Background: an optimization exercise with open tools, aiming at small area. Do not read the settings as production practice.
The RTL was checked by simulation tests, not by an equivalence proof against the original design.
Power and IR drop assume default switching activity.

==> flow/design.v <==
module rf_aoi222 (
  input  logic a0, b0, a1, b1, a2, b2,
  output logic y
);
  assign y = !((a0 && b0) || (a1 && b1) || (a2 && b2));
endmodule
module rf_nand4 (
  input  logic a, b, c, d,
  output logic y
);
  assign y = !(a && b && c && d);
endmodule
module rf_nand3 (
  input  logic a, b, c,
  output logic y
);
  assign y = !(a && b && c);
endmodule
module rf_or3 (
  input  logic a, b, c,
  output logic y
);
  assign y = a || b || c;
endmodule
module rf_xor2 (
  input  logic a, b,
  output logic y
);
  assign y = a ^ b;
endmodule
module register_file_mp #(
  parameter int unsigned DATA_W   = 32,
  parameter int unsigned ADDR_W   = 5,
  parameter int unsigned NUM_RD   = 2,
  parameter int unsigned ZERO_REG = 1,
  parameter int unsigned BYPASS   = 1
) (
  input  logic                       clk,
  input  logic                       rst_n,
  input  logic [NUM_RD*ADDR_W-1:0]   raddr,
  output logic [NUM_RD*DATA_W-1:0]   rdata,
  output logic [NUM_RD-1:0]          rbusy,
  input  logic                       wren0,
  input  logic [ADDR_W-1:0]          waddr0,
  input  logic [DATA_W-1:0]          wdata0,
  input  logic                       wren1,
  input  logic [ADDR_W-1:0]          waddr1,
  input  logic [DATA_W-1:0]          wdata1,
  input  logic                       claim_en,
  input  logic [ADDR_W-1:0]          claim_addr
);
  localparam int unsigned DEPTH = 1 << ADDR_W;
  localparam int unsigned FIRST = (ZERO_REG != 0) ? 1 : 0;
  localparam int unsigned NREG  = DEPTH - FIRST;
  localparam int unsigned NTERM = NREG + 2;
  localparam int unsigned NGRP  = (NTERM + 2) / 3;
  logic                          tog_q;
  logic [DEPTH-1:0][DATA_W-1:0]  mem_q;    
  logic [DEPTH-1:0]              vld_q;
  logic [DEPTH-1:0]              busy_q;
  logic [DEPTH-1:0]              sel1, sel0, hold;
  logic [DATA_W-1:0]             wx1, wx0;  
  logic [NGRP*3-1:0][DATA_W-1:0] tdat;      
  logic [NUM_RD-1:0][NGRP*3-1:0] tsel;      
  logic [NUM_RD*DATA_W*NGRP-1:0] tyn;       
  always_ff @(posedge clk or negedge rst_n) begin
    if (!rst_n) tog_q <= 1'b0;
    else        tog_q <= !tog_q;
  end
  assign wx1 = wdata1 ^ {DATA_W{tog_q}};
  assign wx0 = wdata0 ^ {DATA_W{tog_q}};
  always_comb begin
    tdat = '0;
    for (int k = 0; k < int'(NREG); k++) tdat[k] = mem_q[FIRST + k];
    tdat[NREG]     = wx1;
    tdat[NREG + 1] = wx0;
  end
  for (genvar gr = 0; gr < int'(DEPTH); gr++) begin : g_reg
    if (gr < int'(FIRST)) begin : g_zero
      assign mem_q[gr]  = '0;
      assign vld_q[gr]  = 1'b0;
      assign busy_q[gr] = 1'b0;
      assign sel1[gr]   = 1'b0;
      assign sel0[gr]   = 1'b0;
      assign hold[gr]   = 1'b1;
    end else begin : g_st
      logic              cl;
      logic [DATA_W-1:0] nx;
      assign sel1[gr] = wren1 && (waddr1 == ADDR_W'(gr));
      assign sel0[gr] = wren0 && (waddr0 == ADDR_W'(gr)) && !sel1[gr];
      assign hold[gr] = !(sel1[gr] || sel0[gr]);
      assign cl       = claim_en && (claim_addr == ADDR_W'(gr));
      for (genvar gb = 0; gb < int'(DATA_W); gb++) begin : g_bit
        rf_aoi222 u_nx (
          .a0(sel1[gr]), .b0(wx1[gb]),
          .a1(sel0[gr]), .b1(wx0[gb]),
          .a2(hold[gr]), .b2(mem_q[gr][gb]),
          .y (nx[gb])
        );
      end
      always_ff @(posedge clk) begin
        mem_q[gr] <= nx;
      end
      always_ff @(posedge clk or negedge rst_n) begin
        if (!rst_n) begin
          vld_q[gr]  <= 1'b0;
          busy_q[gr] <= 1'b0;
        end else begin
          vld_q[gr]  <= vld_q[gr] || !hold[gr];
          busy_q[gr] <= cl || (busy_q[gr] && !sel1[gr]);
        end
      end
    end
  end
  for (genvar gi = 0; gi < int'(NUM_RD); gi++) begin : g_rd
    logic [ADDR_W-1:0] ra;
    logic              nz, hit1, hit0, nbyp, tx, rb_c;
    assign ra   = raddr[gi*ADDR_W +: ADDR_W];
    assign nz   = (ZERO_REG == 0) || (ra != '0);
    assign hit1 = (BYPASS != 0) && rst_n && nz && wren1 && (waddr1 == ra);
    assign hit0 = (BYPASS != 0) && rst_n && nz && wren0 && (waddr0 == ra) && !hit1;
    assign nbyp = !(hit1 || hit0);
    always_comb begin
      tsel[gi] = '0;
      rb_c     = 1'b0;
      for (int k = 0; k < int'(NREG); k++) begin
        tsel[gi][k] = (ra == ADDR_W'(FIRST + k)) && vld_q[FIRST + k] && nbyp;
        rb_c        = rb_c || ((ra == ADDR_W'(FIRST + k)) && busy_q[FIRST + k]);
      end
      tsel[gi][NREG]     = hit1;
      tsel[gi][NREG + 1] = hit0;
    end
    assign tx        = (|tsel[gi]) && tog_q;
    assign rbusy[gi] = rb_c && !hit1;
    for (genvar gb = 0; gb < int'(DATA_W); gb++) begin : g_bit
      logic [NGRP-1:0] yb;
      logic [2:0]      zb;
      logic            ob;
      assign yb = tyn[(gi*DATA_W + gb)*NGRP +: NGRP];
      for (genvar gg = 0; gg < int'(NGRP); gg++) begin : g_grp
        rf_aoi222 u_t (
          .a0(tsel[gi][3*gg]),     .b0(tdat[3*gg][gb]),
          .a1(tsel[gi][3*gg + 1]), .b1(tdat[3*gg + 1][gb]),
          .a2(tsel[gi][3*gg + 2]), .b2(tdat[3*gg + 2][gb]),
          .y (tyn[(gi*DATA_W + gb)*NGRP + gg])
        );
      end
      rf_nand4 u_o0 (.a(yb[0]), .b(yb[1]), .c(yb[2]),  .d(yb[3]), .y(zb[0]));
      rf_nand4 u_o1 (.a(yb[4]), .b(yb[5]), .c(yb[6]),  .d(yb[7]), .y(zb[1]));
      rf_nand3 u_o2 (.a(yb[8]), .b(yb[9]), .c(yb[10]),            .y(zb[2]));
      rf_or3   u_o3 (.a(zb[0]), .b(zb[1]), .c(zb[2]), .y(ob));
      rf_xor2  u_o4 (.a(ob), .b(tx), .y(rdata[gi*DATA_W + gb]));
    end
  end
endmodule
clock: 8.0 ns
lec_check: 0
cap_margin: 20
core_margin: 2
core_utilization: 45
place_density: 0.6
slew_margin: 20
synth_hierarchical: 1
synth_minimum_keep_size: 0
standard.sh (not shown) runs the stock make flow with config.mk's settings and CLKGATE_MAP_FILE= SYNTH_SCRIPT=/design/flow/synth_recipe.tcl, a recipe that flattens the netlist after the stock synthesis.
==> flow/flow/run.sh <==
#!/bin/bash
# Layout flow: the standard ORFS flow (standard.sh, unchanged synthesis)
# with three changes:
#  * port buffers use the smallest buffer cell (buf_1);
#  * clock tree synthesis inserts no dummy balancing loads and clusters up
#    to 14 flip-flops per clkbuf_8 leaf buffer;
#  * global routing offers less met1/met2 capacity (flow/fastroute.tcl), to
#    ease detailed routing of the dense AOI read multiplexers.
# ORFS keeps each step's log under orfs/logs; make's output goes to
# standard.log.
set -e
export BUFFER_PORTS_ARGS="-buffer_cell sky130_fd_sc_hd__buf_1"
export CTS_ARGS="-sink_clustering_enable -repair_clock_nets -dont_use_dummy_load -buf_list sky130_fd_sc_hd__clkbuf_8 -sink_clustering_size 14 -sink_clustering_max_diameter 90"
export FASTROUTE_TCL="$PWD/flow/fastroute.tcl"
bash standard.sh > standard.log 2>&1
==> flow/flow/fastroute.tcl <==
# Global routing layers: as the platform's fastroute.tcl, but with less of
# met1 and met2 offered to signal wiring, so that global routing moves
# long wires up to the lightly used met3/met4 and leaves met1 for pin access.
set_global_routing_layer_adjustment $::env(MIN_ROUTING_LAYER)-$::env(MAX_ROUTING_LAYER) 0.2
set_global_routing_layer_adjustment met1 0.5
set_global_routing_layer_adjustment met2 0.35

set_routing_layers -clock $::env(MIN_CLK_ROUTING_LAYER)-$::env(MAX_ROUTING_LAYER)
set_routing_layers -signal $::env(MIN_ROUTING_LAYER)-$::env(MAX_ROUTING_LAYER)
Next try:
--- a/flow/design.v
+++ b/flow/design.v
@@ -65,10 +65,21 @@
   logic [NUM_RD*DATA_W*NGRP-1:0] tyn;       
   always_ff @(posedge clk or negedge rst_n) begin
     if (!rst_n) tog_q <= 1'b0;
     else        tog_q <= !tog_q;
   end
+  function automatic logic [DEPTH-1:0] dec_addr(input logic en, input logic [ADDR_W-1:0] a);
+    logic [3:0] lo;
+    logic [(DEPTH/4)-1:0] hi;
+    for (int j = 0; j < 4; j++) lo[j] = en && (a[1:0] == 2'(j));
+    for (int j = 0; j < int'(DEPTH/4); j++) hi[j] = (a[ADDR_W-1:2] == (ADDR_W-2)'(j));
+    for (int r = 0; r < int'(DEPTH); r++) dec_addr[r] = lo[r % 4] && hi[r / 4];
+  endfunction
+  logic [DEPTH-1:0] wd1, wd0, cd;
+  assign wd1 = dec_addr(wren1, waddr1);
+  assign wd0 = dec_addr(wren0, waddr0);
+  assign cd  = dec_addr(claim_en, claim_addr);
   assign wx1 = wdata1 ^ {DATA_W{tog_q}};
   assign wx0 = wdata0 ^ {DATA_W{tog_q}};
   always_comb begin
     tdat = '0;
     for (int k = 0; k < int'(NREG); k++) tdat[k] = mem_q[FIRST + k];
@@ -84,14 +95,14 @@
       assign sel0[gr]   = 1'b0;
       assign hold[gr]   = 1'b1;
     end else begin : g_st
       logic              cl;
       logic [DATA_W-1:0] nx;
-      assign sel1[gr] = wren1 && (waddr1 == ADDR_W'(gr));
-      assign sel0[gr] = wren0 && (waddr0 == ADDR_W'(gr)) && !sel1[gr];
-      assign hold[gr] = !(sel1[gr] || sel0[gr]);
-      assign cl       = claim_en && (claim_addr == ADDR_W'(gr));
+      assign sel1[gr] = wd1[gr];
+      assign sel0[gr] = wd0[gr] && !wd1[gr];
+      assign hold[gr] = !(wd1[gr] || wd0[gr]);
+      assign cl       = cd[gr];
       for (genvar gb = 0; gb < int'(DATA_W); gb++) begin : g_bit
         rf_aoi222 u_nx (
           .a0(sel1[gr]), .b0(wx1[gb]),
           .a1(sel0[gr]), .b1(wx0[gb]),
           .a2(hold[gr]), .b2(mem_q[gr][gb]),
@@ -110,24 +121,27 @@
           busy_q[gr] <= cl || (busy_q[gr] && !sel1[gr]);
         end
       end
     end
   end
+  logic [DEPTH-1:0] rdok;
+  assign rdok = vld_q & hold;
   for (genvar gi = 0; gi < int'(NUM_RD); gi++) begin : g_rd
     logic [ADDR_W-1:0] ra;
-    logic              nz, hit1, hit0, nbyp, tx, rb_c;
+    logic              nz, hit1, hit0, tx, rb_c;
+    logic [DEPTH-1:0]  eq;
     assign ra   = raddr[gi*ADDR_W +: ADDR_W];
     assign nz   = (ZERO_REG == 0) || (ra != '0);
     assign hit1 = (BYPASS != 0) && rst_n && nz && wren1 && (waddr1 == ra);
     assign hit0 = (BYPASS != 0) && rst_n && nz && wren0 && (waddr0 == ra) && !hit1;
-    assign nbyp = !(hit1 || hit0);
+    assign eq = dec_addr(1'b1, ra);
     always_comb begin
       tsel[gi] = '0;
       rb_c     = 1'b0;
       for (int k = 0; k < int'(NREG); k++) begin
-        tsel[gi][k] = (ra == ADDR_W'(FIRST + k)) && vld_q[FIRST + k] && nbyp;
-        rb_c        = rb_c || ((ra == ADDR_W'(FIRST + k)) && busy_q[FIRST + k]);
+        tsel[gi][k] = eq[FIRST + k] && rdok[FIRST + k];
+        rb_c        = rb_c || (eq[FIRST + k] && busy_q[FIRST + k]);
       end
       tsel[gi][NREG]     = hit1;
       tsel[gi][NREG + 1] = hit0;
     end
     assign tx        = (|tsel[gi]) && tog_q;
Outcome: Global-route usage is lower by 0.37 points. Power is lower by 1.0%. Die area is lower by 0.49%. Sequential share of layout area is higher by 0.21 points. Sequential power is lower by about 1%. Synthesized area is lower by 0.50%. Cell count is lower by 1.0%. Non-clock buffer count is higher by 13. Synthesized cell count is lower by 2.3%. Worst setup slack is better by 0.12 ns. Via count is lower by 1.9%. Clock skew is higher by 0.0083 ns. Flip-flop and latch count stays the same. Combinational power barely changes.

-- re-timing with driven ports --
No port has a modelled driver above. Below, the same layouts with a new extraction and two added sets of constraints. Step 1, drivers: a clkbuf_16 drives clk and a buf_2 each remaining input, both assumed. Step 2, shift: input delay + t, output delay - t, t = (earliest + latest rising clock arrival at the registers) / 2. This alone moves slack from input paths to output paths. Three values: ideal, step 1, step 2; two values: the first two.
run	t (ns)	setup WS [ns]	worst setup path at the end	worst slew at a driven data input, ns	pins driven straight from the clock port
the first run	0.852	0.067 / 0.038 / 0.038	input to output	0.06	1
the second run	0.870	0.185 / 0.162 / 0.162	input to output	0.07	1
After both steps every run listed still meets setup and hold. For the first run, which loses most, drivers alone change the setup slack by -0.029 ns; drivers and shift together by -0.029 ns.
